This is an optimization exercise on Yosys and OpenROAD, whose aim is small area, not a production implementation. Only simulation tests tie the RTL to the original design; equivalence was not proved. No activity file was given, so power comes from the tool's default toggle rates.

==> flow/design.v <==
module decode_stage #(
    parameter int REG_ADDR_W  = 5,
    parameter int STALL_CNT_W = 16
) (
    input  logic                   clk,
    input  logic                   rst,
    input  logic [31:0]            instr_in,
    input  logic                   wb_en,
    input  logic [REG_ADDR_W-1:0]  wb_addr,
    input  logic [31:0]            wb_data,
    output logic                   is_hazard,
    output logic                   id_valid,
    output logic [5:0]             id_opcode,
    output logic [5:0]             id_funct,
    output logic [REG_ADDR_W-1:0]  id_rs,
    output logic [REG_ADDR_W-1:0]  id_rt,
    output logic [REG_ADDR_W-1:0]  id_dest,
    output logic [31:0]            id_imm,
    output logic [31:0]            id_rs_data,
    output logic [31:0]            id_rt_data,
    output logic                   id_reg_write,
    output logic                   id_mem_read,
    output logic                   id_mem_write,
    output logic [STALL_CNT_W-1:0] stall_count
);
    localparam int NUM_REGS = 2 ** REG_ADDR_W;
    localparam logic [5:0] OP_RTYPE = 6'h00;
    localparam logic [5:0] OP_LW    = 6'h23;
    localparam logic [5:0] OP_SW    = 6'h2B;
    localparam logic [5:0] OP_ADDI  = 6'h08;
    localparam logic [5:0] OP_BEQ   = 6'h04;
    logic [31:0]                    ir_q;
    logic [NUM_REGS-1:1][31:0]      rf_q;
    logic [STALL_CNT_W-1:0]         stall_count_q;
    logic [5:0]            in_op;
    logic [REG_ADDR_W-1:0] in_rs, in_rt;
    logic                  in_uses_rt, id_load;
    assign in_op      = instr_in[31:26];
    assign in_rs      = instr_in[25:21];
    assign in_rt      = instr_in[20:16];
    assign in_uses_rt = (in_op == OP_RTYPE) | (in_op == OP_SW) | (in_op == OP_BEQ);
    assign id_load    = (ir_q[31:26] == OP_LW) & (ir_q[20:16] != '0);
    assign is_hazard  = id_load & ((in_rs == ir_q[20:16]) |
                                   (in_uses_rt & (in_rt == ir_q[20:16])));
    always_ff @(posedge clk) begin
        if (!rst || is_hazard) ir_q <= '0;
        else                   ir_q <= instr_in;
        if (!rst)                                stall_count_q <= '0;
        else if (is_hazard && (stall_count_q != '1)) stall_count_q <= stall_count_q + 1'b1;
    end
    for (genvar r = 1; r < NUM_REGS; r++) begin : g_rf
        logic        hit, we, keep;
        logic [31:0] rf_d;
        assign hit  = wb_en & (wb_addr == r);
        assign we   = rst & hit;
        assign keep = rst & ~hit;
        for (genvar b = 0; b < 32; b++) begin : g_bit
            decode_stage_ao22 u_hold (
                .a1(rf_q[r][b]), .a2(keep), .b1(wb_data[b]), .b2(we), .y(rf_d[b]));
        end
        always_ff @(posedge clk) rf_q[r] <= rf_d;
    end
    logic [5:0]            op;
    logic [REG_ADDR_W-1:0] rs, rt;
    assign op = ir_q[31:26];
    assign rs = ir_q[25:21];
    assign rt = ir_q[20:16];
    logic [NUM_REGS-1:0] sel_rs, sel_rt;
    logic [NUM_REGS-1:0][31:0] rf_all;
    assign rf_all = {rf_q, 32'h0};
    always_comb begin
        for (int r = 0; r < NUM_REGS; r++) begin
            sel_rs[r] = (rs == r);
            sel_rt[r] = (rt == r);
        end
    end
    for (genvar b = 0; b < 32; b++) begin : g_rd
        logic [10:0] ts, tt;
        for (genvar g = 0; g < 10; g++) begin : g_grp
            localparam int R0 = 3*g + 1;
            decode_stage_aoi222 u_s (
                .a1(sel_rs[R0]), .a2(rf_all[R0][b]), .b1(sel_rs[R0+1]), .b2(rf_all[R0+1][b]),
                .c1(sel_rs[R0+2]), .c2(rf_all[R0+2][b]), .y(ts[g]));
            decode_stage_aoi222 u_t (
                .a1(sel_rt[R0]), .a2(rf_all[R0][b]), .b1(sel_rt[R0+1]), .b2(rf_all[R0+1][b]),
                .c1(sel_rt[R0+2]), .c2(rf_all[R0+2][b]), .y(tt[g]));
        end
        assign ts[10] = ~(sel_rs[31] & rf_all[31][b]);
        assign tt[10] = ~(sel_rt[31] & rf_all[31][b]);
        decode_stage_or11n u_os (.t(ts), .y(id_rs_data[b]));
        decode_stage_or11n u_ot (.t(tt), .y(id_rt_data[b]));
    end
    always_comb begin
        case (op)
            OP_RTYPE:        id_dest = ir_q[15:11];
            OP_LW, OP_ADDI:  id_dest = rt;
            default:         id_dest = '0;
        endcase
    end
    assign id_valid     = (ir_q != '0);
    assign id_opcode    = op;
    assign id_funct     = ir_q[5:0];
    assign id_rs        = rs;
    assign id_rt        = rt;
    assign id_imm       = {{16{ir_q[15]}}, ir_q[15:0]};
    assign id_reg_write = (id_dest != '0);
    assign id_mem_read  = (op == OP_LW);
    assign id_mem_write = (op == OP_SW);
    assign stall_count  = stall_count_q;
endmodule
module decode_stage_aoi222 (
    input  logic a1, a2, b1, b2, c1, c2,
    output logic y
);
    assign y = ~((a1 & a2) | (b1 & b2) | (c1 & c2));
endmodule
module decode_stage_or11n (
    input  logic [10:0] t,
    output logic        y
);
    logic [2:0] p;
    decode_stage_and4 u_p0 (.a(t[0]), .b(t[1]), .c(t[2]), .d(t[3]), .y(p[0]));
    decode_stage_and4 u_p1 (.a(t[4]), .b(t[5]), .c(t[6]), .d(t[7]), .y(p[1]));
    decode_stage_and3 u_p2 (.a(t[8]), .b(t[9]), .c(t[10]), .y(p[2]));
    assign y = ~(&p);
endmodule
module decode_stage_and4 (
    input  logic a, b, c, d,
    output logic y
);
    assign y = a & b & c & d;
endmodule
module decode_stage_and3 (
    input  logic a, b, c,
    output logic y
);
    assign y = a & b & c;
endmodule
module decode_stage_ao22 (
    input  logic a1, a2, b1, b2,
    output logic y
);
    assign y = (a1 & a2) | (b1 & b2);
endmodule
clock: 5.0 ns
lec_check: 0
cap_margin: 5
core_margin: 2
core_utilization: 45
setup_slack_margin: 0.2
slew_margin: 5
synth_hierarchical: 1
standard.sh (not shown) runs the stock make flow with config.mk's settings and CLKGATE_MAP_FILE= SYNTH_SCRIPT=/design/flow/synth_recipe.tcl, a recipe that flattens the netlist after the stock synthesis.
==> flow/flow/run.sh <==
#!/bin/bash
# The standard layout, with two changes:
#  - the port buffers are the smallest plain buffer (buf_1) instead of the
#    delay buffer buffer_ports picks by default;
#  - clock tree synthesis uses small clock buffers and larger sink clusters,
#    without dummy loads.
set -euo pipefail
export BUFFER_PORTS_ARGS="-buffer_cell sky130_fd_sc_hd__buf_1"
export CTS_ARGS="-sink_clustering_enable -repair_clock_nets -dont_use_dummy_load -buf_list {sky130_fd_sc_hd__clkbuf_4 sky130_fd_sc_hd__clkbuf_8} -sink_clustering_size 16 -sink_clustering_max_diameter 60"
bash standard.sh > standard.log 2>&1
==> next run, changes <==
--- a/flow/design.v
+++ b/flow/design.v
@@ -40,25 +40,28 @@
     assign in_rt      = instr_in[20:16];
     assign in_uses_rt = (in_op == OP_RTYPE) | (in_op == OP_SW) | (in_op == OP_BEQ);
     assign id_load    = (ir_q[31:26] == OP_LW) & (ir_q[20:16] != '0);
     assign is_hazard  = id_load & ((in_rs == ir_q[20:16]) |
                                    (in_uses_rt & (in_rt == ir_q[20:16])));
+    logic                   rf_wr_any;
+    logic [31:0]            rf_wdata;
+    assign rf_wr_any = ~rst | wb_en;
+    assign rf_wdata  = wb_data & {32{rst}};
     always_ff @(posedge clk) begin
         if (!rst || is_hazard) ir_q <= '0;
         else                   ir_q <= instr_in;
         if (!rst)                                stall_count_q <= '0;
         else if (is_hazard && (stall_count_q != '1)) stall_count_q <= stall_count_q + 1'b1;
     end
     for (genvar r = 1; r < NUM_REGS; r++) begin : g_rf
-        logic        hit, we, keep;
+        logic        we, keep;
         logic [31:0] rf_d;
-        assign hit  = wb_en & (wb_addr == r);
-        assign we   = rst & hit;
-        assign keep = rst & ~hit;
+        assign we   = ~rst | (wb_en & (wb_addr == r));
+        assign keep = ~we;
         for (genvar b = 0; b < 32; b++) begin : g_bit
             decode_stage_ao22 u_hold (
-                .a1(rf_q[r][b]), .a2(keep), .b1(wb_data[b]), .b2(we), .y(rf_d[b]));
+                .a1(rf_q[r][b]), .a2(keep), .b1(rf_wdata[b]), .b2(we), .y(rf_d[b]));
         end
         always_ff @(posedge clk) rf_q[r] <= rf_d;
     end
     logic [5:0]            op;
     logic [REG_ADDR_W-1:0] rs, rt;
@@ -116,27 +119,11 @@
 endmodule
 module decode_stage_or11n (
     input  logic [10:0] t,
     output logic        y
 );
-    logic [2:0] p;
-    decode_stage_and4 u_p0 (.a(t[0]), .b(t[1]), .c(t[2]), .d(t[3]), .y(p[0]));
-    decode_stage_and4 u_p1 (.a(t[4]), .b(t[5]), .c(t[6]), .d(t[7]), .y(p[1]));
-    decode_stage_and3 u_p2 (.a(t[8]), .b(t[9]), .c(t[10]), .y(p[2]));
-    assign y = ~(&p);
-endmodule
-module decode_stage_and4 (
-    input  logic a, b, c, d,
-    output logic y
-);
-    assign y = a & b & c & d;
-endmodule
-module decode_stage_and3 (
-    input  logic a, b, c,
-    output logic y
-);
-    assign y = a & b & c;
+    assign y = ~(&t);
 endmodule
 module decode_stage_ao22 (
     input  logic a1, a2, b1, b2,
     output logic y
 );
- The new run passed the timing, design-rule and antenna checks
- cell area hardly moves
- routed wire length grows by 0.73%
- flip-flop and latch count does not change
- count of clock-buffer cells in the layout drops by 4
- worst hold slack hardly moves
- area after synthesis shrinks by 0.49%

========
decode_stage, a different RTL version from the one above (not shown whole).
Size: ~2400 cells after synthesis, about 1000 flip-flops, roughly 220 I/O pins.
==> module decode_stage, before the edit <==
module decode_stage #(
    parameter int REG_ADDR_W  = 5,
    parameter int STALL_CNT_W = 16
) (
    input  logic                   clk,
    input  logic                   rst,
    input  logic [31:0]            instr_in,
    input  logic                   wb_en,
    input  logic [REG_ADDR_W-1:0]  wb_addr,
    input  logic [31:0]            wb_data,
    output logic                   is_hazard,
    output logic                   id_valid,
    output logic [5:0]             id_opcode,
    output logic [5:0]             id_funct,
    output logic [REG_ADDR_W-1:0]  id_rs,
    output logic [REG_ADDR_W-1:0]  id_rt,
    output logic [REG_ADDR_W-1:0]  id_dest,
    output logic [31:0]            id_imm,
    output logic [31:0]            id_rs_data,
    output logic [31:0]            id_rt_data,
    output logic                   id_reg_write,
    output logic                   id_mem_read,
    output logic                   id_mem_write,
    output logic [STALL_CNT_W-1:0] stall_count
);
    localparam int NUM_REGS = 2 ** REG_ADDR_W;
    localparam logic [5:0] OP_RTYPE = 6'h00;
    localparam logic [5:0] OP_LW    = 6'h23;
    localparam logic [5:0] OP_SW    = 6'h2B;
    localparam logic [5:0] OP_ADDI  = 6'h08;
    localparam logic [5:0] OP_BEQ   = 6'h04;
    logic [31:0]                    ir_q;
    logic [NUM_REGS-1:1][31:0]      rf_q;
    logic [STALL_CNT_W-1:0]         stall_count_q;
    logic [5:0]            in_op;
    logic [REG_ADDR_W-1:0] in_rs, in_rt;
    logic                  in_uses_rt, id_load;
    assign in_op      = instr_in[31:26];
    assign in_rs      = instr_in[25:21];
    assign in_rt      = instr_in[20:16];
    assign in_uses_rt = (in_op == OP_RTYPE) | (in_op == OP_SW) | (in_op == OP_BEQ);
    assign id_load    = (ir_q[31:26] == OP_LW) & (ir_q[20:16] != '0);
    assign is_hazard  = id_load & ((in_rs == ir_q[20:16]) |
                                   (in_uses_rt & (in_rt == ir_q[20:16])));
    logic                   rf_wr_any;
    logic [31:0]            rf_wdata;
    assign rf_wr_any = ~rst | wb_en;
    assign rf_wdata  = wb_data & {32{rst}};
    always_ff @(posedge clk) begin
        if (!rst || is_hazard) ir_q <= '0;
        else                   ir_q <= instr_in;
        if (!rst)                                stall_count_q <= '0;
        else if (is_hazard && (stall_count_q != '1)) stall_count_q <= stall_count_q + 1'b1;
    end
    for (genvar r = 1; r < NUM_REGS; r++) begin : g_rf
        always_ff @(posedge clk) begin
            if (!rst || (wb_en && (wb_addr == r))) rf_q[r] <= rf_wdata;
        end
    end
    logic [5:0]            op;
    logic [REG_ADDR_W-1:0] rs, rt;
    assign op = ir_q[31:26];
    assign rs = ir_q[25:21];
    assign rt = ir_q[20:16];
    logic [NUM_REGS-1:0] sel_rs, sel_rt;
    logic [NUM_REGS-1:0][31:0] rf_all;
    assign rf_all = {rf_q, 32'h0};
    always_comb begin
        for (int r = 0; r < NUM_REGS; r++) begin
            sel_rs[r] = (rs == r);
            sel_rt[r] = (rt == r);
        end
    end
    for (genvar b = 0; b < 32; b++) begin : g_rd
        logic [10:0] ts, tt;
        for (genvar g = 0; g < 10; g++) begin : g_grp
            localparam int R0 = 3*g + 1;
            decode_stage_aoi222 u_s (
                .a1(sel_rs[R0]), .a2(rf_all[R0][b]), .b1(sel_rs[R0+1]), .b2(rf_all[R0+1][b]),
                .c1(sel_rs[R0+2]), .c2(rf_all[R0+2][b]), .y(ts[g]));
            decode_stage_aoi222 u_t (
                .a1(sel_rt[R0]), .a2(rf_all[R0][b]), .b1(sel_rt[R0+1]), .b2(rf_all[R0+1][b]),
                .c1(sel_rt[R0+2]), .c2(rf_all[R0+2][b]), .y(tt[g]));
        end
        assign ts[10] = ~(sel_rs[31] & rf_all[31][b]);
        assign tt[10] = ~(sel_rt[31] & rf_all[31][b]);
        decode_stage_or11n u_os (.t(ts), .y(id_rs_data[b]));
        decode_stage_or11n u_ot (.t(tt), .y(id_rt_data[b]));
    end
    always_comb begin
        case (op)
            OP_RTYPE:        id_dest = ir_q[15:11];
            OP_LW, OP_ADDI:  id_dest = rt;
            default:         id_dest = '0;
        endcase
    end
    assign id_valid     = (ir_q != '0);
    assign id_opcode    = op;
    assign id_funct     = ir_q[5:0];
    assign id_rs        = rs;
    assign id_rt        = rt;
    assign id_imm       = {{16{ir_q[15]}}, ir_q[15:0]};
    assign id_reg_write = (id_dest != '0);
    assign id_mem_read  = (op == OP_LW);
    assign id_mem_write = (op == OP_SW);
    assign stall_count  = stall_count_q;
endmodule
export LEC_CHECK = 0
export CAP_MARGIN = 20
export CORE_MARGIN = 2
export CORE_UTILIZATION = 45
export SETUP_SLACK_MARGIN = 0.2
export SLEW_MARGIN = 20
export SYNTH_HIERARCHICAL = 1
create_clock -name core_clock -period 5.0 [get_ports {clk}]
Scripts as last shown in full above: flow/flow/run.sh
The starting point produced a clean layout.
Rerun with:
--- a/flow/design.v
+++ b/flow/design.v
@@ -52,11 +52,17 @@
         if (!rst)                                stall_count_q <= '0;
         else if (is_hazard && (stall_count_q != '1)) stall_count_q <= stall_count_q + 1'b1;
     end
     for (genvar r = 1; r < NUM_REGS; r++) begin : g_rf
-        always_ff @(posedge clk) begin
-            if (!rst || (wb_en && (wb_addr == r))) rf_q[r] <= rf_wdata;
+        logic        we, keep;
+        logic [31:0] rf_d;
+        assign we   = ~rst | (wb_en & (wb_addr == r));
+        assign keep = ~we;
+        for (genvar b = 0; b < 32; b++) begin : g_bit
+            decode_stage_ao22 u_hold (
+                .a1(rf_q[r][b]), .a2(keep), .b1(rf_wdata[b]), .b2(we), .y(rf_d[b]));
         end
+        always_ff @(posedge clk) rf_q[r] <= rf_d;
     end
     logic [5:0]            op;
     logic [REG_ADDR_W-1:0] rs, rt;
     assign op = ir_q[31:26];
@@ -116,4 +122,10 @@
     output logic        y
 );
     assign y = ~(&t);
 endmodule
+module decode_stage_ao22 (
+    input  logic a1, a2, b1, b2,
+    output logic y
+);
+    assign y = (a1 & a2) | (b1 & b2);
+endmodule
What happened: Combinational power rose by well over a third; clock-buffer cell count is higher by 3; via count grows by a quarter to a third; wire length rose by well over a third; final area is lower slightly; non-clock buffer count grows by 48; sequential share of layout area drops by 21 points; fmax drops by a few percent; critical path depth is higher by 1; final cell count grows by a quarter to a third; setup slack is worse by 130 ps.

-- port drivers added, routing unchanged --
The results above use ideal ports. As a check the final layouts listed here were re-extracted and re-timed, cells and wires unchanged.
Step 1, drivers: a clkbuf_16 drives clk and a buf_2 each remaining input, both assumed.
Step 2 times the ports against the registers' clock, not the clock port: input delays grow and output delays shrink by t, the midpoint of the rising clock arrivals with the driver on.
a / b / c = ideal ports / drivers / drivers and shift; a / b = the first two.
run	t (ns)	slack for setup (ns)	slew at the worst register clock pin (ns)
the first run of note 1	0.817	0.090 / 0.028 / 0.841	0.12 / 0.12
the second run of note 1	0.800	0.137 / 0.069 / 0.870	0.11 / 0.11
the first run of note 2	0.800	0.230 / 0.152 / 0.953	0.11 / 0.11
the second run of note 2	0.819	0.105 / 0.034 / 0.853	0.11 / 0.11
After both steps setup and hold are still met in every run listed.
